Background: an optimization exercise with open tools, aiming at small area, a short achievable clock period and few clock cycles. Do not read the settings as production practice. Only simulation tests tie the RTL to the original design; equivalence was not proved.

$ cat flow/run.sh
#!/bin/bash
# synth_recipe.tcl (not shown) runs the flow's synth.tcl, then flattens the netlist and writes it again
# the make line also repeats each setting of config.mk as NAME=value (left out here)
make -C /OpenROAD-flow-scripts/flow DESIGN_CONFIG=/design/flow/config.mk WORK_HOME=/design/flow/orfs CLKGATE_MAP_FILE= SYNTH_SCRIPT=/design/flow/synth_recipe.tcl finish
$ cat flow/config.mk
export PLATFORM = sky130hd
export DESIGN_NAME = neighbor_pair_hopping_finder_top
export DESIGN_NICKNAME = neighbor_pair_hopping_finder_top
export VERILOG_FILES = /design/flow/design.v
export SDC_FILE = /design/flow/constraint.sdc
export NUM_CORES = 4
export LEC_CHECK = 0
export CAP_MARGIN = 20
export CORE_MARGIN = 2
export CORE_UTILIZATION = 40
export SLEW_MARGIN = 20
$ cat flow/constraint.sdc
create_clock -name core_clock -period 10.0 [get_ports {clk}]
set_input_delay 2.0000 -clock core_clock [delete_from_list [all_inputs] [get_ports {clk}]]
set_output_delay 2.0000 -clock core_clock [all_outputs]
set_load 0.01 [all_outputs]
$ cat flow/design.v
package nphf_pkg;
  localparam int MAX_POINTS  = 64;
  localparam int STORE_DEPTH = 64;
  localparam int CAPACITY    = (MAX_POINTS < STORE_DEPTH) ? MAX_POINTS : STORE_DEPTH;
  localparam int IDX_W       = 6;
  localparam int CNT_W       = IDX_W + 1;
  localparam logic [1:0] REG_BOND_DIST = 2'd0;
  localparam logic [1:0] REG_TOLERANCE = 2'd1;
  localparam logic [1:0] REG_HOP_AMP   = 2'd2;
  localparam logic [14:0] BOND_RESET = 15'd256;
  localparam logic [15:0] TOL_RESET  = 16'd655;
  localparam logic [15:0] HOP_RESET  = 16'd256;
  typedef struct packed {
    logic signed [15:0] coord_x;
    logic signed [15:0] coord_y;
    logic               first_point;
  } point_in_t;
  typedef struct packed {
    logic [IDX_W-1:0]   row_index;
    logic [IDX_W-1:0]   col_index;
    logic signed [15:0] hop_value;
    logic               pair_found;
    logic               dropped;
    logic               last_result;
  } result_t;
  typedef enum logic [2:0] {
    ST_IDLE,
    ST_CUT,
    ST_SQUARE,
    ST_SCAN,
    ST_FLUSH,
    ST_DROP
  } state_t;
  typedef struct packed {
    logic accept;
    logic calc_cut;
    logic calc_sq;
    logic issue;
    logic flush_emit;
    logic drop_emit;
  } ctrl_cmd_t;
  typedef struct packed {
    logic full;
    logic adv;
    logic scan_done;
    logic pipe_empty;
  } dp_status_t;
endpackage
module nphf_ctrl (
  input  logic       clk,
  input  logic       rst,
  input  logic       point_valid,
  output logic       point_stall,
  input  nphf_pkg::dp_status_t status,
  output nphf_pkg::ctrl_cmd_t  cmd
);
  nphf_pkg::state_t state;
  nphf_pkg::state_t state_next;
  always_ff @(posedge clk) begin
    if (rst) begin
      state <= nphf_pkg::ST_IDLE;
    end else begin
      state <= state_next;
    end
  end
  always_comb begin
    state_next  = state;
    cmd         = '0;
    point_stall = 1'b1;
    unique case (state)
      nphf_pkg::ST_IDLE: begin
        point_stall = 1'b0;
        if (point_valid) begin
          cmd.accept = 1'b1;
          state_next = status.full ? nphf_pkg::ST_DROP : nphf_pkg::ST_CUT;
        end
      end
      nphf_pkg::ST_CUT: begin
        cmd.calc_cut = 1'b1;
        state_next   = nphf_pkg::ST_SQUARE;
      end
      nphf_pkg::ST_SQUARE: begin
        cmd.calc_sq = 1'b1;
        state_next  = nphf_pkg::ST_SCAN;
      end
      nphf_pkg::ST_SCAN: begin
        if (status.scan_done) begin
          state_next = nphf_pkg::ST_FLUSH;
        end else begin
          cmd.issue = status.adv;
        end
      end
      nphf_pkg::ST_FLUSH: begin
        if (status.pipe_empty && status.adv) begin
          cmd.flush_emit = 1'b1;
          state_next     = nphf_pkg::ST_IDLE;
        end
      end
      nphf_pkg::ST_DROP: begin
        if (status.adv) begin
          cmd.drop_emit = 1'b1;
          state_next    = nphf_pkg::ST_IDLE;
        end
      end
      default: begin
        state_next = nphf_pkg::ST_IDLE;
      end
    endcase
  end
endmodule
module nphf_datapath (
  input  logic       clk,
  input  logic       rst,
  input  nphf_pkg::point_in_t  point_data,
  output nphf_pkg::result_t    result_data,
  output logic       result_valid,
  input  logic       result_stall,
  input  logic       cfg_valid,
  output logic       cfg_ready,
  input  logic [1:0] cfg_index,
  input  logic [15:0] cfg_data,
  input  nphf_pkg::ctrl_cmd_t  cmd,
  output nphf_pkg::dp_status_t status
);
  logic [14:0] bond_dist;
  logic [15:0] tolerance_fraction;
  logic [15:0] hop_amplitude;
  logic [31:0]      store [nphf_pkg::STORE_DEPTH];
  logic [nphf_pkg::CNT_W-1:0] count;
  logic [nphf_pkg::CNT_W-1:0] cnt_eff;
  logic [nphf_pkg::IDX_W-1:0] col;
  logic [nphf_pkg::CNT_W-1:0] rd_ptr;
  logic [15:0]      px;
  logic [15:0]      py;
  logic [16:0] tol_plus;
  logic [31:0] cut_prod;
  logic [31:0] cut;
  logic [63:0] cut_sq;
  logic [31:0] cut2_hi;
  logic             adv;
  logic             s1_v;
  logic [nphf_pkg::IDX_W-1:0] s1_row;
  logic [31:0]      s1_pt;
  logic signed [16:0] dx;
  logic signed [16:0] dy;
  logic signed [33:0] dx_sq;
  logic signed [33:0] dy_sq;
  logic             s2_v;
  logic [nphf_pkg::IDX_W-1:0] s2_row;
  logic [31:0]      sq_x;
  logic [31:0]      sq_y;
  logic [32:0]      r2;
  logic             match;
  logic             pend_v;
  logic [nphf_pkg::IDX_W-1:0] pend_row;
  logic    out_load;
  nphf_pkg::result_t result_next;
  assign cfg_ready = 1'b1;
  always_ff @(posedge clk) begin
    if (rst) begin
      bond_dist          <= nphf_pkg::BOND_RESET;
      tolerance_fraction <= nphf_pkg::TOL_RESET;
      hop_amplitude      <= nphf_pkg::HOP_RESET;
    end else if (cfg_valid) begin
      unique case (cfg_index)
        nphf_pkg::REG_BOND_DIST: bond_dist          <= cfg_data[14:0];
        nphf_pkg::REG_TOLERANCE: tolerance_fraction <= cfg_data;
        nphf_pkg::REG_HOP_AMP:   hop_amplitude      <= cfg_data;
        default: ;
      endcase
    end
  end
  always_comb begin
    cnt_eff = point_data.first_point ? '0 : count;
  end
  assign adv               = !result_valid || !result_stall;
  assign status.full       = (cnt_eff >= nphf_pkg::CNT_W'(nphf_pkg::CAPACITY));
  assign status.adv        = adv;
  assign status.scan_done  = (rd_ptr == {1'b0, col});
  assign status.pipe_empty = !s1_v && !s2_v;
  always_ff @(posedge clk) begin
    if (rst) begin
      count <= '0;
    end else if (cmd.accept && !status.full) begin
      count <= cnt_eff + nphf_pkg::CNT_W'(1);
    end
  end
  always_ff @(posedge clk) begin
    if (cmd.accept && !status.full) begin
      store[cnt_eff[nphf_pkg::IDX_W-1:0]] <= {point_data.coord_y, point_data.coord_x};
      col <= cnt_eff[nphf_pkg::IDX_W-1:0];
      px  <= point_data.coord_x;
      py  <= point_data.coord_y;
    end
  end
  always_ff @(posedge clk) begin
    if (rst) begin
      rd_ptr <= '0;
    end else if (cmd.accept) begin
      rd_ptr <= '0;
    end else if (cmd.issue) begin
      rd_ptr <= rd_ptr + nphf_pkg::CNT_W'(1);
    end
  end
  assign tol_plus = {1'b0, tolerance_fraction} + 17'h10000;
  assign cut_prod = 32'(bond_dist) * 32'(tol_plus);
  assign cut_sq   = 64'(cut) * 64'(cut);
  always_ff @(posedge clk) begin
    if (cmd.calc_cut) begin
      cut <= cut_prod;
    end
    if (cmd.calc_sq) begin
      cut2_hi <= cut_sq[63:32];
    end
  end
  always_ff @(posedge clk) begin
    if (rst) begin
      s1_v <= 1'b0;
    end else if (adv) begin
      s1_v <= cmd.issue;
    end
  end
  always_ff @(posedge clk) begin
    if (cmd.issue) begin
      s1_pt  <= store[rd_ptr[nphf_pkg::IDX_W-1:0]];
      s1_row <= rd_ptr[nphf_pkg::IDX_W-1:0];
    end
  end
  assign dx    = $signed({s1_pt[15], s1_pt[15:0]}) - $signed({px[15], px});
  assign dy    = $signed({s1_pt[31], s1_pt[31:16]}) - $signed({py[15], py});
  assign dx_sq = 34'(dx) * 34'(dx);
  assign dy_sq = 34'(dy) * 34'(dy);
  always_ff @(posedge clk) begin
    if (rst) begin
      s2_v <= 1'b0;
    end else if (adv) begin
      s2_v <= s1_v;
    end
  end
  always_ff @(posedge clk) begin
    if (adv) begin
      sq_x   <= dx_sq[31:0];
      sq_y   <= dy_sq[31:0];
      s2_row <= s1_row;
    end
  end
  assign r2    = {1'b0, sq_x} + {1'b0, sq_y};
  assign match = s2_v && (r2 <= {1'b0, cut2_hi});
  always_ff @(posedge clk) begin
    if (rst) begin
      pend_v <= 1'b0;
    end else if (adv && match) begin
      pend_v <= 1'b1;
    end else if (cmd.flush_emit) begin
      pend_v <= 1'b0;
    end
  end
  always_ff @(posedge clk) begin
    if (adv && match) begin
      pend_row <= s2_row;
    end
  end
  always_comb begin
    out_load    = 1'b0;
    result_next = '0;
    if (cmd.drop_emit) begin
      out_load                = 1'b1;
      result_next.dropped     = 1'b1;
      result_next.last_result = 1'b1;
    end else if (cmd.flush_emit) begin
      out_load                = 1'b1;
      result_next.col_index   = col;
      result_next.last_result = 1'b1;
      if (pend_v) begin
        result_next.row_index  = pend_row;
        result_next.hop_value  = hop_amplitude;
        result_next.pair_found = 1'b1;
      end
    end else if (adv && match && pend_v) begin
      out_load               = 1'b1;
      result_next.row_index  = pend_row;
      result_next.col_index  = col;
      result_next.hop_value  = hop_amplitude;
      result_next.pair_found = 1'b1;
    end
  end
  always_ff @(posedge clk) begin
    if (rst) begin
      result_valid <= 1'b0;
    end else if (out_load) begin
      result_valid <= 1'b1;
    end else if (result_valid && !result_stall) begin
      result_valid <= 1'b0;
    end
  end
  always_ff @(posedge clk) begin
    if (out_load) begin
      result_data <= result_next;
    end
  end
endmodule
module neighbor_pair_hopping_finder_top (
  input  logic        clk,
  input  logic        rst,
  input  logic        point_valid,
  output logic        point_stall,
  input  logic [32:0] point_data,
  output logic        result_valid,
  input  logic        result_stall,
  output logic [30:0] result_data,
  input  logic        cfg_valid,
  output logic        cfg_ready,
  input  logic [1:0]  cfg_index,
  input  logic [15:0] cfg_data
);
  nphf_pkg::ctrl_cmd_t  cmd;
  nphf_pkg::dp_status_t status;
  nphf_pkg::point_in_t  point_s;
  nphf_pkg::result_t    result_s;
  assign point_s     = nphf_pkg::point_in_t'(point_data);
  assign result_data = result_s;
  nphf_ctrl u_ctrl (
    .clk         (clk),
    .rst         (rst),
    .point_valid (point_valid),
    .point_stall (point_stall),
    .status      (status),
    .cmd         (cmd)
  );
  nphf_datapath u_datapath (
    .clk          (clk),
    .rst          (rst),
    .point_data   (point_s),
    .result_data  (result_s),
    .result_valid (result_valid),
    .result_stall (result_stall),
    .cfg_valid    (cfg_valid),
    .cfg_ready    (cfg_ready),
    .cfg_index    (cfg_index),
    .cfg_data     (cfg_data),
    .cmd          (cmd),
    .status       (status)
  );
endmodule
==> summary.txt <==
## state kept, by name, indices dropped and copies added, names as in the netlist, 6 cells and up
| register | count |
|---|---|
| u_datapath.cut2_hi | 32 |
| u_datapath.bond_dist | 15 |
| u_datapath.s1_pt | 32 |
| u_datapath.s1_row | 6 |
| u_datapath.sq_x | 31 |
| u_datapath.result_data | 31 |
| u_datapath.px | 16 |
| u_datapath.col | 6 |
| u_datapath.hop_amplitude | 16 |
| u_datapath.cut | 32 |
| u_datapath.count | 7 |
| u_datapath.s2_row | 6 |
| u_datapath.rd_ptr | 7 |
| u_datapath.store | 2048 |
| u_datapath.sq_y | 31 |
| u_datapath.pend_row | 6 |
| u_datapath.tolerance_fraction | 16 |
| u_datapath.py | 16 |
## cells in the mapped netlist (40+ instances only)
cell,instances
mux4_2,672
dfxtp_1,68
nor2_1,402
and2_1,288
fa_1,1517
edfxtp_1,2293
o21a_1,40
inv_1,1961
ha_1,621
o21ai_0,78
clkbuf_1,300
xor2_1,58
a21oi_1,210
a21o_1,74
nand2_1,771
xnor2_1,166
## metrics by stage
step	area [um^2]	hold WS [ps]	util, %	setup slack, ps
3_5_place_dp	153000	406	42.2	895
6_report	161000	419	44.3	834
3_3_place_gp	153000	405	42.2	967
5_1_grt	161000	425	44.3	346
4_1_cts	160000	418	44.3	866
2_1_floorplan	146000	400	-	1870
## path summary, 6_finish.rpt
| path | slack [ps] | from | depth (start not counted) | to |
|---|---|---|---|---|
| max | 830 | u_datapath.s1_pt[0] | 34 | u_datapath.sq_x[31] |
| min | 420 | u_datapath.s2_row[5] | 0 | u_datapath.pend_row[5] |
| max reg2reg | 830 | u_datapath.s1_pt[0] | 34 | u_datapath.sq_x[31] |
| min reg2reg | 420 | u_datapath.s2_row[5] | 0 | u_datapath.pend_row[5] |
## per-layer routing
| layer | routed length [um] | track usage, % | up-vias |
|---|---|---|---|
| met5 | 21 | 0 | - |
| met4 | 8720 | 4.75 | 4 |
| met3 | 19100 | 2.26 | 445 |
| met2 | 179000 | 33.9 | 2281 |
| met1 | 141000 | 25.1 | 42300 |
| li1 | - | - | 34400 |
## worst reg2reg max path, delay by kind of cell, from the launching register on
family,cells,cell delay (ps)
adders and majority gates,9,3950
AOI/OAI and AO/OA,14,3180
buffers and inverters,7,820
DFF,1,350
and+or+nand+nor,2,340
xor gates and xnor gates,2,280
## layout make-up
cell class	instances	share of cell area [%]
Clock inverter	143	0.766
Antenna cell	9	0.0140
Tap cell	4794	3.73
Sequential cell	2361	43.7
Inverter	1982	4.63
Clock buffer	286	3.82
Multi-Input combinational cell	5324	41.8
Timing Repair Buffer	280	1.46
## logic make-up (layout without fill, tap and decap cells)
kind of cell	Yosys count	count (layout)	synth area share, %
compound gates	558	558	2.44
xor+xnor	224	224	1.35
fa+ha+maj	2138	2138	26.2
buf+inv	2347	2691	6.07
flops	2361	2361	48.2
mux	676	676	10.4
other cells	1	10	0.00257
simple gates	1727	1727	5.39
==> impl_metrics.ini <==
[logic_synthesis]
ys_warn_count = 2
synth_edf_count = 2293
synth.distinct_cells = 85
ys_async_sr_fraction_pct = 0
seq_area_frac_synth_pct = 48.2
synth_top_cell_by_area = edfxtp_1
syn_area_per_cell_um2 = 14.5
netlist_area_um2 = 146000
yosys_most_used_dff = edfxtp_1
synth.top_cell.area_share_pct = 47.2
syn_nets = 12200
netlist_instances = 10000
ys_ff_latch = 2361
ys_top_cells_by_area = edfxtp_1, fa_1, mux4_2, ha_1, inv_1

[floorplanning]
ios = 90
num_rows = 221
fp.dieArea_um2 = 369000
die_w_um = 608
initial_utilization_pct = 40.2
fp.dieH_um = 608
core_um2 = 363000

[clocking]
cts_resized = 0
clkSinkCount = 2361
clk_pin_slew_ps = 60
cts_tree = yes
cts_max_level = 4
clockRootBuffer = clkbuf_16
cts_buffers = 237
post-cts-setup-buffer-count = 0
clk_path_buf_depth = 4
hold_buffers = 0
clk_latency_ps = 930

[timing]
finalSetupViolations = 0
slew_headroom_pct = 23.7
timing.fmax_mhz = 109
tightestPinTransition_ps = 1140
fin_crit_ps = 9170
fin_skew_ps = 89.2
setup_tns_ps = 0
finalMaxSlewViolations = 0
hold_violations = 0
rsz0062_at_grt = false
fin_crit_sh_pct = 91.7

[grt]
grt-ovfl-total = 0
antenna_found_initial = 12
grt_pass1_wl_um = 539000
grt_pass1_vias = 87700
grt.total_usage_pct = 19.2
grt_max_degree = 124

[outcome]
status = complete, no violations

[worst_setup_path]
cpPeakStageDelay_ps = 560
worst_ep_required_time_ps = 10590
crit_type = flip-flop to flip-flop
crit_path_end_kind = flip-flop
cp.arrival_ps = 9750
critPathSlowestCell = fa_1
crit_buf_inv = 7
startpoint_type = flip-flop
crit_family = adder cells
crit_top_cell = fa_1
path_max_fanout = 11

[drt]
routed-via-count = 79400
postRouteAntennaNets = 0
via_per_inst = 5.23
routed_wl_um = 348000
drtIter0Drc = 6377
drc = 0
wl_per_cell_um = 22.9
drtPass1Iterations = 6

[finish]
drive_above_1_share_pct = 12.9
fin_nets = 12400
multi_input_area_um2 = 67200
num-fill-cells = 32000
area_growth_pct = 10.2
final_common_cell = edfxtp_1
final_cell_mix = edfxtp_1, inv_1, fa_1
instances_no_fill = 15200
regArea_um2 = 70200

[placed_design]
place_congestion = 0.912
dp_cells = 14700
port_buffers = 88
hpwl_um = 237000

[run]
drv_cap = 0

[hold_path]
hold_class = flip-flop to flip-flop
Testbench counts, summed over its fixed seeds: cycles 92,765.

what the ideal ports hide:
The flow's constraints put no driver on any port. The routed layout listed below was extracted and timed again, unchanged, in two steps. Step 1 sets driving cells, clkbuf_16 on the clock port and buf_2 on the other inputs (assumed; they add their load-dependent delay and slew). Step 2 moves the port delays by t, midway between the first and last clock arrival at a register: inputs arrive t later, outputs are due t later. That takes back most of the time a late clock gives input paths. Slacks: ideal / step 1 / step 2; pairs: ideal / step 1.
t, ns: 0.982
setup WS [ns]: 0.834 / 0.834 / 0.834
worst setup path at the end: register to register
latest minus earliest clock arrival (ns): 0.110 / 0.109
slew at the worst register clock pin (ns): 0.07 / 0.07
After both steps setup and hold are still met in this run. For this run, drivers alone change the setup slack by 0.000 ns; drivers and shift together by 0.000 ns.
